This design comes from an exercise in tuning for small area, a short achievable clock period and few clock cycles per item on the open sky130 flow, not from production work.
Only simulation tests tie the RTL to the original design; equivalence was not proved.
Power is estimated from default activity; no workload was simulated.

== alpha ==
==> flow/design.v <==
module stack_mem_responder #(
  parameter int unsigned             WIDTH     = 32,
  parameter int unsigned             DEPTH     = 64,
  parameter int unsigned             AW        = 6,
  parameter logic [WIDTH-1:0]        STACK_TOP = 32'd64
) (
  input  logic             clk,
  input  logic             rst,
  input  logic             req_valid,
  output logic             req_ready,
  input  logic [2:0]       req_op,
  input  logic [WIDTH-1:0] req_addr,
  input  logic [WIDTH-1:0] req_wdata,
  output logic             resp_valid,
  input  logic             resp_ready,
  output logic [WIDTH-1:0] resp_rdata,
  output logic             resp_is_ret,
  output logic [1:0]       resp_err,
  output logic [AW:0]      occupancy
);
  localparam logic [2:0]       OP_PUSH = 3'b001;
  localparam logic [2:0]       OP_POP  = 3'b010;
  localparam logic [2:0]       OP_CALL = 3'b011;
  localparam logic [2:0]       OP_RET  = 3'b100;
  localparam logic [WIDTH-1:0] BASE    = STACK_TOP - WIDTH'(DEPTH);
  localparam logic [AW:0]      FULL    = (AW+1)'(DEPTH);
  localparam int unsigned      LW      = AW / 2;        
  localparam int unsigned      HW      = AW - LW;       
  localparam int unsigned      NL      = 1 << LW;
  localparam int unsigned      NH      = 1 << HW;
  localparam int unsigned      NG      = DEPTH / 3;     
  localparam int unsigned      NP      = 6;             
  localparam int unsigned      GPP     = (NG + NP - 1) / NP;   
  localparam int unsigned      RW      = WIDTH + AW + 4;       
  logic             accept;
  logic [WIDTH-1:0] offset;
  logic [AW-1:0]    idx;
  logic             in_range, is_wr, is_rd, is_ret, wr_ok, rd_ok;
  logic [1:0]       err_n;
  logic [AW:0]      occ_q, occ_n;
  logic             full_q, empty_q, full_n, empty_n;
  assign accept   = req_valid && req_ready;
  assign offset   = req_addr - BASE;
  assign idx      = offset[AW-1:0];
  assign in_range = (offset < WIDTH'(DEPTH));
  assign is_wr    = (req_op == OP_PUSH) || (req_op == OP_CALL);
  assign is_rd    = (req_op == OP_POP)  || (req_op == OP_RET);
  assign is_ret   = (req_op == OP_RET);
  always_comb begin
    if (!(is_wr || is_rd) || !in_range) err_n = 2'b11;
    else if (is_wr && full_q)           err_n = 2'b01;
    else if (is_rd && empty_q)          err_n = 2'b10;
    else                                err_n = 2'b00;
  end
  assign wr_ok = in_range && is_wr && !full_q;
  assign rd_ok = in_range && is_rd && !empty_q;
  always_comb begin
    occ_n   = occ_q;
    full_n  = full_q;
    empty_n = empty_q;
    if (accept && wr_ok) begin
      occ_n   = occ_q + 1'b1;
      full_n  = (occ_q == FULL - 1'b1);
      empty_n = 1'b0;
    end else if (accept && rd_ok) begin
      occ_n   = occ_q - 1'b1;
      full_n  = 1'b0;
      empty_n = (occ_q == (AW+1)'(1));
    end
  end
  logic [NL-1:0] lsel_n;
  logic [NH-1:0] hsel_n;
  always_comb begin
    lsel_n = '0;
    hsel_n = '0;
    lsel_n[idx[LW-1:0]]  = 1'b1;
    hsel_n[idx[AW-1:LW]] = 1'b1;
  end
  logic             v1_q, rd1_q, wr1_q, ret1_q;
  logic [1:0]       err1_q;
  logic [NL-1:0]    lsel1_q;            
  logic [NH-1:0]    hsel1_q;
  logic [DEPTH-1:0] rrow;               
  always_comb begin
    for (int k = 0; k < DEPTH; k++) rrow[k] = hsel1_q[k / NL] && lsel1_q[k % NL];
  end
  logic [WIDTH-1:0] wdata1_q;
  logic [DEPTH-1:0][WIDTH-1:0] mem_q, mem_d;
  logic [DEPTH-1:0] we_row, keep_row;
  assign we_row   = rrow & {DEPTH{wr1_q}};
  assign keep_row = ~we_row;
  for (genvar k = 0; k < DEPTH; k++) begin : g_word
    for (genvar b = 0; b < WIDTH; b++) begin : g_bit
      stack_wbit u_w (
        .q(mem_q[k][b]), .keep(keep_row[k]), .we(we_row[k]),
        .d(wdata1_q[b]), .y(mem_d[k][b])
      );
    end
  end
  always_ff @(posedge clk) mem_q <= mem_d;
  logic [NG-1:0][WIDTH-1:0] grp_n;              
  logic [NP-1:0][WIDTH-1:0] part_n;
  for (genvar g = 0; g < NG; g++) begin : g_grp
    for (genvar b = 0; b < WIDTH; b++) begin : g_bit
      stack_rd3 u_r (
        .s0(rrow[3*g]),   .d0(mem_q[3*g][b]),
        .s1(rrow[3*g+1]), .d1(mem_q[3*g+1][b]),
        .s2(rrow[3*g+2]), .d2(mem_q[3*g+2][b]),
        .y_n(grp_n[g][b])
      );
    end
  end
  always_comb begin
    part_n = '0;
    for (int g = 0; g < NG; g++) part_n[g / GPP] = part_n[g / GPP] | ~grp_n[g];
    for (int k = 3 * NG; k < DEPTH; k++)
      if (rrow[k]) part_n[NP-1] = part_n[NP-1] | mem_q[k];
  end
  logic                     v2_q, rd2_q, ret2_q;
  logic [1:0]               err2_q;
  logic [AW:0]              occ2_q;
  logic [NP-1:0][WIDTH-1:0] part_q;
  logic [WIDTH-1:0]         s2_rdata;
  always_comb begin
    s2_rdata = '0;
    for (int p = 0; p < NP; p++) s2_rdata = s2_rdata | part_q[p];
    if (!rd2_q) s2_rdata = '0;
  end
  logic          out_v_q, busy_q;
  logic [1:0]    sk_n_q, sk_n_n;        
  logic [RW-1:0] s2_resp, sk0_q, sk1_q, out_q;
  logic [RW-1:0] sk0_d, sk1_d, out_d;
  logic          out_load, s1_move, s1_hold, v1_n, v2_n, out_v_n;
  assign s2_resp  = {s2_rdata, err2_q, ret2_q, occ2_q};
  assign out_load = !out_v_q || resp_ready;
  logic out_from_s2, out_from_sk0, out_keep;
  assign out_from_s2  = out_load && (sk_n_q == 2'd0);
  assign out_from_sk0 = out_load && (sk_n_q != 2'd0);
  assign out_keep     = !out_load;
  assign out_d = ({RW{out_from_s2}}  & s2_resp)
               | ({RW{out_from_sk0}} & sk0_q)
               | ({RW{out_keep}}     & out_q);
  always_comb begin
    out_v_n = out_v_q;
    sk0_d   = sk0_q;
    sk1_d   = sk1_q;
    sk_n_n  = sk_n_q;
    if (out_load) begin
      out_v_n = (sk_n_q != 2'd0) || v2_q;
      case (sk_n_q)
        2'd0: ;
        2'd1: begin
          sk0_d  = s2_resp;
          sk_n_n = v2_q ? 2'd1 : 2'd0;
        end
        default: begin
          sk0_d  = sk1_q;
          sk1_d  = s2_resp;
          sk_n_n = v2_q ? 2'd2 : 2'd1;
        end
      endcase
    end else if (v2_q) begin
      if (sk_n_q == 2'd0) sk0_d = s2_resp;
      else                sk1_d = s2_resp;
      sk_n_n = sk_n_q + 2'd1;
    end
  end
  assign s1_move = v1_q && (sk_n_n != 2'd2);
  assign s1_hold = v1_q && !s1_move;
  assign v2_n    = s1_move;
  assign v1_n    = s1_hold || accept;
  always_ff @(posedge clk or negedge rst) begin
    if (!rst) begin
      occ_q   <= '0;
      full_q  <= 1'b0;
      empty_q <= 1'b1;
      v1_q    <= 1'b0;
      v2_q    <= 1'b0;
      out_v_q <= 1'b0;
      sk_n_q  <= 2'd0;
      wr1_q   <= 1'b0;
      busy_q  <= 1'b0;
    end else begin
      occ_q   <= occ_n;
      full_q  <= full_n;
      empty_q <= empty_n;
      v1_q    <= v1_n;
      v2_q    <= v2_n;
      out_v_q <= out_v_n;
      sk_n_q  <= sk_n_n;
      wr1_q   <= accept && wr_ok;
      busy_q  <= v1_n && ((sk_n_n == 2'd2) || ((sk_n_n == 2'd1) && v2_n));
    end
  end
  always_ff @(posedge clk) begin
    if (!s1_hold) begin
      lsel1_q <= lsel_n;
      hsel1_q <= hsel_n;
      rd1_q  <= accept && rd_ok;
      ret1_q <= is_ret;
      err1_q <= err_n;
    end
    wdata1_q <= req_wdata;
    part_q <= part_n;
    rd2_q  <= rd1_q;
    ret2_q <= ret1_q;
    err2_q <= err1_q;
    occ2_q <= occ_q;
    sk0_q  <= sk0_d;
    sk1_q  <= sk1_d;
    out_q  <= out_d;
  end
  assign req_ready = !busy_q;
  assign resp_valid = out_v_q;
  assign {resp_rdata, resp_err, resp_is_ret, occupancy} = out_q;
endmodule
module stack_wbit (
  input  logic q,
  input  logic keep,
  input  logic we,
  input  logic d,
  output logic y
);
  assign y = (q & keep) | (d & we);
endmodule
module stack_rd3 (
  input  logic s0, d0,
  input  logic s1, d1,
  input  logic s2, d2,
  output logic y_n
);
  assign y_n = ~((s0 & d0) | (s1 & d1) | (s2 & d2));
endmodule
clock: 6.0 ns
lec_check: 0
cap_margin: 20
core_margin: 2
core_utilization: 44
cts_cluster_diameter: 80
cts_cluster_size: 20
setup_slack_margin: 3.5
slew_margin: 20
synth_hierarchical: 1
synth_minimum_keep_size: 0
standard.sh (not shown) runs the stock make flow with config.mk's settings and CLKGATE_MAP_FILE= SYNTH_SCRIPT=/design/flow/synth_recipe.tcl, a recipe that flattens the netlist after the stock synthesis.
==> flow/flow/run.sh <==
#!/bin/bash
set -o pipefail
cp standard.sh standard_sh.txt 2>/dev/null
export BUFFER_PORTS_ARGS="-buffer_cell sky130_fd_sc_hd__buf_4"
bash standard.sh > standard.log 2>&1
Looking at the reports, alpha completed the entire flow and the layout it produced met the timing, design-rule and antenna checks.
Testbench counts of alpha, summed over its fixed seeds: cycles 12,024, items 12,000.
Here is what was changed in the inputs of beta compared with alpha.
Settings: CTS_CLUSTER_DIAMETER: 80 -> 60; CTS_CLUSTER_SIZE: 20 -> 30; CORE_UTILIZATION: 44 -> 50.
Findings:
Final worst-path setup slack improves in beta relative to alpha.
Of beta and alpha, the higher fraction of power consumed by combinational cells belongs to alpha.
In beta relative to alpha, final cell count had gone down by a few percent.
Clock distribution area overhead in the final layout: beta vs alpha up 1.5 points
Summary: with alpha as the reference, placement row count in beta moved down by a few percent.
In the tables for beta and alpha, sequential share of layout area reads higher with alpha.
In the metrics for beta and alpha, the one carrying the lower share of layout cells above drive strength 1 is alpha.
Relative to beta, the following input files were edited for gamma:
Settings: changing CTS_CLUSTER_SIZE from 30 to 20; changing CORE_UTILIZATION from 50 to 58; changing CTS_CLUSTER_DIAMETER from 60 to 80.
- For beta, the layer with the highest usage after global routing was met2, unlike gamma, where it was met1.
- Per the comparison of gamma with beta, power share of the clock group shrank by 4.0 points; number of combinational gates with multiple inputs held steady; top fanout value on the critical path grew by 7; final instance area shrank by 1.4%.
- Going from beta to gamma, the switching power was found to have gone down by 9.8%.
- In gamma the hold slack turned out 17 ps higher than in beta.
- Comparing beta with gamma, the flip-flop and latch count came out essentially unchanged.
- Summary of gamma over beta: final worst setup slack decreased by 150 ps relative to the old numbers, clock power decreased by about 20% relative to the old numbers.

---

## the reference run
RTL: the design.v shown in full above, as it stands there.
==> flow/config.mk <==
export PLATFORM = sky130hd
export DESIGN_NAME = stack_mem_responder
export DESIGN_NICKNAME = stack_mem_responder
export VERILOG_FILES = /design/flow/design.v
export SDC_FILE = /design/flow/constraint.sdc
export NUM_CORES = 4
export LEC_CHECK = 0
export CAP_MARGIN = 20
export CORE_MARGIN = 2
export CORE_UTILIZATION = 50
export CTS_CLUSTER_DIAMETER = 80
export CTS_CLUSTER_SIZE = 20
export SETUP_SLACK_MARGIN = 3.65
export SLEW_MARGIN = 20
export SYNTH_HIERARCHICAL = 1
export SYNTH_MINIMUM_KEEP_SIZE = 0
==> flow/constraint.sdc <==
create_clock -name core_clock -period 6.0 [get_ports {clk}]
set_input_delay 1.2000 -clock core_clock [delete_from_list [all_inputs] [get_ports {clk}]]
set_output_delay 1.2000 -clock core_clock [all_outputs]
set_load 0.01 [all_outputs]
==> flow/flow/run.sh <==
#!/bin/bash
set -o pipefail
here=$(pwd)
export BUFFER_PORTS_ARGS="-buffer_cell sky130_fd_sc_hd__buf_4"
export PRE_GLOBAL_ROUTE_TCL="$here/flow/split_root.tcl"
bash standard.sh > standard.log 2>&1
==> flow/flow/split_root.tcl <==
# Split the clock tree's root buffer into four: the clock port drives four
# root buffers (one per quadrant of the first-level buffers), each driving
# its quadrant's first-level buffers. Every register keeps the same number
# of buffer levels; only the root's load is divided. Sourced by ORFS at
# the start of global routing, with the design after CTS loaded; global
# routing's own repair then runs on the new tree.
set block [ord::get_db_block]
set root [$block findInst clkbuf_0_clk]
if {$root eq "NULL"} { puts "no root buffer; leaving the tree as it is"; return }
set in_net  [[$root findITerm A] getNet]
set out_net [[$root findITerm X] getNet]
set loads {}
foreach it [$out_net getITerms] {
  if {[$it isInputSignal]} { lappend loads $it }
}
puts "root drives [llength $loads] loads"
# split the loads into 4 groups by quadrant around their centroid
set sx 0; set sy 0
foreach it $loads { set loc [[$it getInst] getLocation]; set sx [expr {$sx + [lindex $loc 0]}]; set sy [expr {$sy + [lindex $loc 1]}] }
set cx [expr {$sx / [llength $loads]}]; set cy [expr {$sy / [llength $loads]}]
array set grp {0 {} 1 {} 2 {} 3 {}}
foreach it $loads {
  set loc [[$it getInst] getLocation]
  set g [expr {([lindex $loc 0] >= $cx ? 1 : 0) + ([lindex $loc 1] >= $cy ? 2 : 0)}]
  lappend grp($g) $it
}
set master [$root getMaster]
set n 0
foreach g {0 1 2 3} {
  if {[llength $grp($g)] == 0} continue
  set gx 0; set gy 0
  foreach it $grp($g) { set loc [[$it getInst] getLocation]; set gx [expr {$gx + [lindex $loc 0]}]; set gy [expr {$gy + [lindex $loc 1]}] }
  set gx [expr {$gx / [llength $grp($g)]}]; set gy [expr {$gy / [llength $grp($g)]}]
  if {$n == 0} {
    # the original root keeps the first group
    set inst $root
    set net $out_net
  } else {
    set inst [odb::dbInst_create $block $master "clkbuf_0_clk_q$g"]
    set net [odb::dbNet_create $block "clknet_0_clk_q$g"]
    $net setSigType CLOCK
    [$inst findITerm A] connect $in_net
    [$inst findITerm X] connect $net
    foreach it $grp($g) { $it disconnect; $it connect $net }
  }
  $inst setLocation [expr {int($gx)}] [expr {int($gy)}]
  $inst setPlacementStatus PLACED
  puts "group $g: [llength $grp($g)] loads, root [$inst getName] at $gx $gy"
  incr n
}
# legalize the moved and new root buffers
detailed_placement
check_placement
The reference run finished end to end and its layout was clean on timing, DRC and antenna.
Testbench counts of the reference run, summed over its fixed seeds: cycles 12,024, items 12,000.
Modified inputs, the trial run compared to the reference run
--- a/flow/flow/run.sh
+++ b/flow/flow/run.sh
@@ -3 +3 @@
-here=$(pwd)
+cp standard.sh standard_sh.txt 2>/dev/null
@@ -5 +4,0 @@
-export PRE_GLOBAL_ROUTE_TCL="$here/flow/split_root.tcl"
--- a/flow/config.mk
+++ b/flow/config.mk
@@ -13 +13 @@
-export SETUP_SLACK_MARGIN = 3.65
+export SETUP_SLACK_MARGIN = 3.5
removed: flow/flow/split_root.tcl
Notes after the runs:
Summary of the trial run over the reference run: insertion delay of the later-clocked pin in the worst-skew pair went up by 0.24 ns, final area went down by about 2.4%, clock skew went down by 0.022 ns, sequential share of layout area went up by 1.3 points. Layout overhead on the synthesized area (lower): the trial run. Proportion of power drawn by combinational gates: the trial run vs the reference run down 1.3 points. Kind of critical path = reg -> reg: the reference run; kind of critical path = reg -> out: the trial run.

## port drivers added, routing unchanged
Ports are ideal in the flow. The routed layouts listed here were re-timed in OpenROAD. Step 1 (the two cells are an assumption about what drives the block):
set clk [get_ports {clk}]
set_driving_cell -lib_cell sky130_fd_sc_hd__clkbuf_16 $clk
set_driving_cell -lib_cell sky130_fd_sc_hd__buf_2 [delete_from_list [all_inputs] $clk]
Step 2 times the ports against the registers' clock, not the clock port: input delays grow and output delays shrink by t, the midpoint of the rising clock arrivals with the driver on. Three values: no drivers, after step 1, after step 2; two values: the first two.
run | shift t [ns] | slack for setup (ns) | cell pins on the clock port's net
alpha | 0.897 | 3.290 / 3.290 / 2.789 | 1
beta | 0.885 | 3.418 / 3.332 / 2.740 | 1
gamma | 0.883 | 3.268 / 3.268 / 2.725 | 1
the reference run | 0.729 | 3.260 / 3.261 / 3.114 | 4
the trial run | 0.881 | 3.424 / 3.335 / 2.712 | 1
After both steps every run listed still meets setup and hold. For the trial run, which loses most, drivers alone change the setup slack by -0.089 ns; drivers and shift together by -0.712 ns.
